What follows belongs to an exercise in optimizing a design on an open flow for small area and a short achievable clock period; a production flow would make more cautious choices. At most, simulation tests tie the RTL to the original design; equivalence was not proved.

==> run a <==
## tetris_top
module tetris_top (
	input logic clk,
	input logic rst,
	input logic frame,
	input logic [2:0] action,
	input logic [11:0] x,
	input logic [11:0] y,
	input logic line_start,
	output logic lit
);
==> module tetris_top, before the edit <==
module tetris_top (
	input logic clk,
	input logic rst,
	input logic frame,
	input logic [2:0] action,
	input logic [11:0] x,
	input logic [11:0] y,
	input logic line_start,
	output logic lit
);
	logic [9:0][19:0] well;
	logic init;  
	logic valid;
	logic [2:0] nxt;
	logic [2:0] cnt;
	logic [3:0] lo;
	logic [4:0] rb;
	logic tick;
	logic [3:0] pb;  
	logic [3:0] pt;  
	logic [3:0] rlim;  
	logic [9:0] bc;
	logic [9:0] tc;
	logic [19:0] rsel;  
	logic land;
	logic merged;
	always_comb begin
		case (nxt)  
			3'd1: begin pb = 4'b0011; pt = 4'b0011; rlim = 4'd8; end  
			3'd2: begin pb = 4'b0111; pt = 4'b0100; rlim = 4'd7; end
			3'd3: begin pb = 4'b0111; pt = 4'b0001; rlim = 4'd7; end
			3'd4: begin pb = 4'b0110; pt = 4'b0011; rlim = 4'd7; end
			3'd5: begin pb = 4'b0011; pt = 4'b0110; rlim = 4'd7; end
			3'd6: begin pb = 4'b0111; pt = 4'b0010; rlim = 4'd7; end
			default: begin pb = 4'b1111; pt = 4'b0000; rlim = 4'd6; end  
		endcase
		bc = 10'(14'(pb) << lo);
		tc = 10'(14'(pt) << lo);
		for (int r = 0; r < 20; r++)
			rsel[r] = (rb == 5'(r));
	end
	always_comb begin
		land = (rb == 5'd19);
		for (int r = 0; r < 20; r++) begin
			for (int c = 0; c < 10; c++) begin
				if (r > 0)
					land = land | (rsel[r-1] & bc[c] & well[c][r]);
				land = land | (rsel[r] & tc[c] & well[c][r]);
			end
		end
	end
	assign merged = valid & land;
	assign tick = frame & (cnt == 3'd0);
	logic go_left, go_right, go_down;
	assign go_left = action[2] & (lo != 4'd0);
	assign go_right = !action[2] & action[1] & (lo != rlim);
	assign go_down = tick | (action == 3'b001);
	always_ff @(posedge clk or posedge rst) begin
		if (rst) begin
			valid <= 1'b0;
			nxt <= 3'd0;
			cnt <= 3'd0;
		end else begin
			if (frame)
				cnt <= cnt + 3'd1;
			if (merged)
				valid <= 1'b0;
			else if (tick & !valid) begin
				valid <= 1'b1;
				nxt <= (nxt == 3'd6) ? 3'd0 : nxt + 3'd1;
			end
		end
	end
	always_ff @(posedge clk) begin
		if (frame) begin
			if (tick & !valid) begin
				lo <= (nxt == 3'd6) ? 4'd3 : 4'd4;
				rb <= (nxt == 3'd6) ? 5'd0 : 5'd1;
			end else begin
				if (go_left)
					lo <= lo - 4'd1;
				else if (go_right)
					lo <= lo + 4'd1;
				if (go_down)
					rb <= rb + 5'd1;
			end
		end
	end
	logic [19:0] fmask;
	logic [1:0] step;
	logic [19:0] full;
	logic [19:0] keep;  
	logic [19:0] onehot;
	logic found;
	logic last;
	always_comb begin
		for (int r = 0; r < 20; r++) begin
			full[r] = fmask[r];
			begin
				logic a;
				a = 1'b1;
				for (int c = 0; c < 10; c++)
					a = a & well[c][r];
				full[r] = full[r] | a;
			end
		end
		keep[19] = !full[19];
		for (int r = 18; r >= 0; r--)
			keep[r] = keep[r+1] & !full[r];
		onehot[19] = full[19];
		for (int r = 0; r < 19; r++)
			onehot[r] = full[r] & keep[r+1];
		found = !keep[0];
	end
	assign last = (step == 2'd3);
	always_ff @(posedge clk or posedge rst) begin
		if (rst) begin
			step <= 2'd0;
			fmask <= '0;
			init <= 1'b1;
		end else begin
			init <= 1'b0;
			if (frame & found & !init) begin
				step <= step + 2'd1;
				fmask <= last ? 20'd0 : onehot;
			end
		end
	end
	logic [19:0] rd;  
	logic [19:0] re;  
	logic [19:0] rt;  
	logic [19:0] mb;  
	logic [19:0] mt;  
	always_comb begin
		for (int r = 0; r < 20; r++) begin
			rd[r] = frame & last & !keep[r] & !merged & !init;
			re[r] = !rd[r] & !init;
			rt[r] = frame & !last & onehot[r] & !merged;
			mb[r] = merged & rsel[r];
			mt[r] = (r < 19) ? (merged & rsel[r+1]) : 1'b0;
		end
	end
	always_ff @(posedge clk) begin
		for (int c = 0; c < 10; c++) begin
			for (int r = 0; r < 20; r++) begin
				well[c][r] <= ((r > 0) ? (rd[r] & well[c][r > 0 ? r-1 : 0]) : 1'b0) |
					(re[r] & ((well[c][r] | (mb[r] & bc[c]) | (mt[r] & tc[c])) ^ rt[r]));
			end
		end
	end
	logic [19:0] row_buf;
	logic [7:0] ycell;
	logic [7:0] xcell;
	logic [9:0] colsel;
	logic [19:0] wcol;
	logic pbsel, ptsel;
	logic [19:0] pcol;
	assign ycell = y[11:4];
	assign xcell = x[11:4];
	always_comb begin
		for (int c = 0; c < 10; c++)
			colsel[c] = (ycell == 8'(c + 1)) & !init;
		wcol = '0;
		pbsel = 1'b0;
		ptsel = 1'b0;
		for (int c = 0; c < 10; c++) begin
			wcol = wcol | ({20{colsel[c]}} & well[c]);
			pbsel = pbsel | (colsel[c] & bc[c]);
			ptsel = ptsel | (colsel[c] & tc[c]);
		end
		for (int r = 0; r < 20; r++)
			pcol[r] = valid & ((pbsel & rsel[r]) | ((r < 19) ? (ptsel & rsel[r < 19 ? r+1 : 0]) : 1'b0));
	end
	always_ff @(posedge clk or posedge rst) begin
		if (rst) begin
			row_buf <= '0;
			lit <= 1'b0;
		end else begin
			if (line_start)
				row_buf <= wcol | pcol;
			lit <= (xcell < 8'd20) & row_buf[5'd19 - xcell[4:0]];
		end
	end
endmodule
Settings: LEC_CHECK=0, CAP_MARGIN=20, CORE_MARGIN=2, CORE_UTILIZATION=40, SLEW_MARGIN=20; clock period 7.0 ns.
run.sh (not shown) runs the stock make flow with config.mk's settings and CLKGATE_MAP_FILE= SYNTH_SCRIPT=/design/flow/synth_recipe.tcl, a recipe that flattens the netlist after the stock synthesis.
==> run b (differences from run a) <==
--- a/flow/design.v
+++ b/flow/design.v
@@ -39,47 +39,49 @@
 	logic valid;
 	logic [2:0] nxt;
 	logic [2:0] cnt;
-	logic [3:0] lo;
-	logic [4:0] rb;
-	logic tick;
-	logic [3:0] pb;  
-	logic [3:0] pt;  
-	logic [3:0] rlim;  
 	logic [9:0] bc;
 	logic [9:0] tc;
-	logic [19:0] rsel;  
+	logic [19:0] rsel;
+	logic tick;
 	logic land;
 	logic merged;
-	always_comb begin
-		case (nxt)  
-			3'd1: begin pb = 4'b0011; pt = 4'b0011; rlim = 4'd8; end  
-			3'd2: begin pb = 4'b0111; pt = 4'b0100; rlim = 4'd7; end
-			3'd3: begin pb = 4'b0111; pt = 4'b0001; rlim = 4'd7; end
-			3'd4: begin pb = 4'b0110; pt = 4'b0011; rlim = 4'd7; end
-			3'd5: begin pb = 4'b0011; pt = 4'b0110; rlim = 4'd7; end
-			3'd6: begin pb = 4'b0111; pt = 4'b0010; rlim = 4'd7; end
-			default: begin pb = 4'b1111; pt = 4'b0000; rlim = 4'd6; end  
+	logic [9:0] sb, st;  
+	logic sfirst;  
+	always_comb begin
+		sfirst = 1'b0;
+		case (nxt)
+			3'd0: begin sb = 10'b0000110000; st = 10'b0000110000; end  
+			3'd1: begin sb = 10'b0001110000; st = 10'b0001000000; end
+			3'd2: begin sb = 10'b0001110000; st = 10'b0000010000; end
+			3'd3: begin sb = 10'b0001100000; st = 10'b0000110000; end
+			3'd4: begin sb = 10'b0000110000; st = 10'b0001100000; end
+			3'd5: begin sb = 10'b0001110000; st = 10'b0000100000; end
+			default: begin sb = 10'b0001111000; st = 10'b0000000000; sfirst = 1'b1; end  
 		endcase
-		bc = 10'(14'(pb) << lo);
-		tc = 10'(14'(pt) << lo);
-		for (int r = 0; r < 20; r++)
-			rsel[r] = (rb == 5'(r));
-	end
-	always_comb begin
-		land = (rb == 5'd19);
-		for (int r = 0; r < 20; r++) begin
+	end
+	logic [19:0] bw;  
+	logic [19:0] tw;  
+	always_comb begin
+		for (int r = 0; r < 20; r++) begin
+			bw[r] = 1'b0;
+			tw[r] = 1'b0;
 			for (int c = 0; c < 10; c++) begin
-				if (r > 0)
-					land = land | (rsel[r-1] & bc[c] & well[c][r]);
-				land = land | (rsel[r] & tc[c] & well[c][r]);
-			end
+				bw[r] = bw[r] | (bc[c] & well[c][r]);
+				tw[r] = tw[r] | (tc[c] & well[c][r]);
+			end
+		end
+		land = rsel[19];
+		for (int r = 0; r < 20; r++) begin
+			if (r > 0)
+				land = land | (rsel[r-1] & bw[r]);
+			land = land | (rsel[r] & tw[r]);
 		end
 	end
 	assign merged = valid & land;
 	assign tick = frame & (cnt == 3'd0);
 	logic go_left, go_right, go_down;
-	assign go_left = action[2] & (lo != 4'd0);
-	assign go_right = !action[2] & action[1] & (lo != rlim);
+	assign go_left = action[2] & !bc[0] & !tc[0];
+	assign go_right = !action[2] & action[1] & !bc[9] & !tc[9];
 	assign go_down = tick | (action == 3'b001);
 	always_ff @(posedge clk or posedge rst) begin
 		if (rst) begin
@@ -100,15 +102,19 @@
 	always_ff @(posedge clk) begin
 		if (frame) begin
 			if (tick & !valid) begin
-				lo <= (nxt == 3'd6) ? 4'd3 : 4'd4;
-				rb <= (nxt == 3'd6) ? 5'd0 : 5'd1;
+				bc <= sb;
+				tc <= st;
+				rsel <= sfirst ? 20'd1 : 20'd2;
 			end else begin
-				if (go_left)
-					lo <= lo - 4'd1;
-				else if (go_right)
-					lo <= lo + 4'd1;
+				if (go_left) begin
+					bc <= bc >> 1;
+					tc <= tc >> 1;
+				end else if (go_right) begin
+					bc <= bc << 1;
+					tc <= tc << 1;
+				end
 				if (go_down)
-					rb <= rb + 5'd1;
+					rsel <= rsel << 1;
 			end
 		end
 	end
@@ -121,14 +127,11 @@
 	logic last;
 	always_comb begin
 		for (int r = 0; r < 20; r++) begin
-			full[r] = fmask[r];
-			begin
-				logic a;
-				a = 1'b1;
-				for (int c = 0; c < 10; c++)
-					a = a & well[c][r];
-				full[r] = full[r] | a;
-			end
+			logic a;
+			a = 1'b1;
+			for (int c = 0; c < 10; c++)
+				a = a & well[c][r];
+			full[r] = fmask[r] | a;
 		end
 		keep[19] = !full[19];
 		for (int r = 18; r >= 0; r--)
@@ -163,7 +166,7 @@
 			re[r] = !rd[r] & !init;
 			rt[r] = frame & !last & onehot[r] & !merged;
 			mb[r] = merged & rsel[r];
-			mt[r] = (r < 19) ? (merged & rsel[r+1]) : 1'b0;
+			mt[r] = (r < 19) ? (merged & rsel[r < 19 ? r+1 : 0]) : 1'b0;
 		end
 	end
 	always_ff @(posedge clk) begin
@@ -194,8 +197,10 @@
 			pbsel = pbsel | (colsel[c] & bc[c]);
 			ptsel = ptsel | (colsel[c] & tc[c]);
 		end
+		pbsel = pbsel & valid;
+		ptsel = ptsel & valid;
 		for (int r = 0; r < 20; r++)
-			pcol[r] = valid & ((pbsel & rsel[r]) | ((r < 19) ? (ptsel & rsel[r < 19 ? r+1 : 0]) : 1'b0));
+			pcol[r] = (pbsel & rsel[r]) | ((r < 19) ? (ptsel & rsel[r < 19 ? r+1 : 0]) : 1'b0);
 	end
 	always_ff @(posedge clk or posedge rst) begin
 		if (rst) begin
Settings changed: SETUP_SLACK_MARGIN set to 4.2.
==> summary of the runs <==
Run a went through all stages and came out clean. Run b completed without violations. Of run b and run a, run b has the higher core utilization (gap 9.5 points). In run b the sequential cell count is higher than in run a, by 31. Of run b and run a, run b has the higher sequential share of layout area (gap 0.53 points). Synthesized cell count: run b is lower than run a (15%). Against run b, the via count of run a is higher by about 12%. Against run a, the non-clock buffer count of run b is higher by 75. Against run a, the first-iteration DRC count of run b is lower by 6.3%. Between run a and run b, the lower hold slack is in run a (gap 0.012 ns). Between run a and run b, the lower wire length is in run b (gap 31%, measured against run b). Of run a and run b, run b has the higher register-to-register slack (gap 2.4 ns). In critical path depth, run b and run a do not differ.
The RTL of run b was laid out without a check of its function.

## what the ideal ports hide
No port has a modelled driver above. Below, the same layouts with a new extraction and two added sets of constraints.
Step 1 sets driving cells, clkbuf_16 on the clock port and buf_2 on the other inputs (assumed; they add their load-dependent delay and slew).
Step 2 times the ports against the registers' clock, not the clock port: input delays grow and output delays shrink by t, the midpoint of the rising clock arrivals with the driver on.
Three values: ideal, step 1, step 2; two values: the first two.
run | shift t [ns] | slack for setup (ns) | latest minus earliest clock arrival (ns) | worst slew at a driven data input, ns | pins driven straight from the clock port
run a | 0.686 | 0.680 / 0.680 / 0.680 | 0.013 / 0.012 | 0.05 | 1
run b | 0.639 | 3.056 / 3.056 / 3.014 | 0.032 / 0.031 | 0.07 | 1
After both steps setup and hold are still met in every run listed. For run b, which loses most, drivers alone change the setup slack by 0.000 ns; drivers and shift together by -0.042 ns.
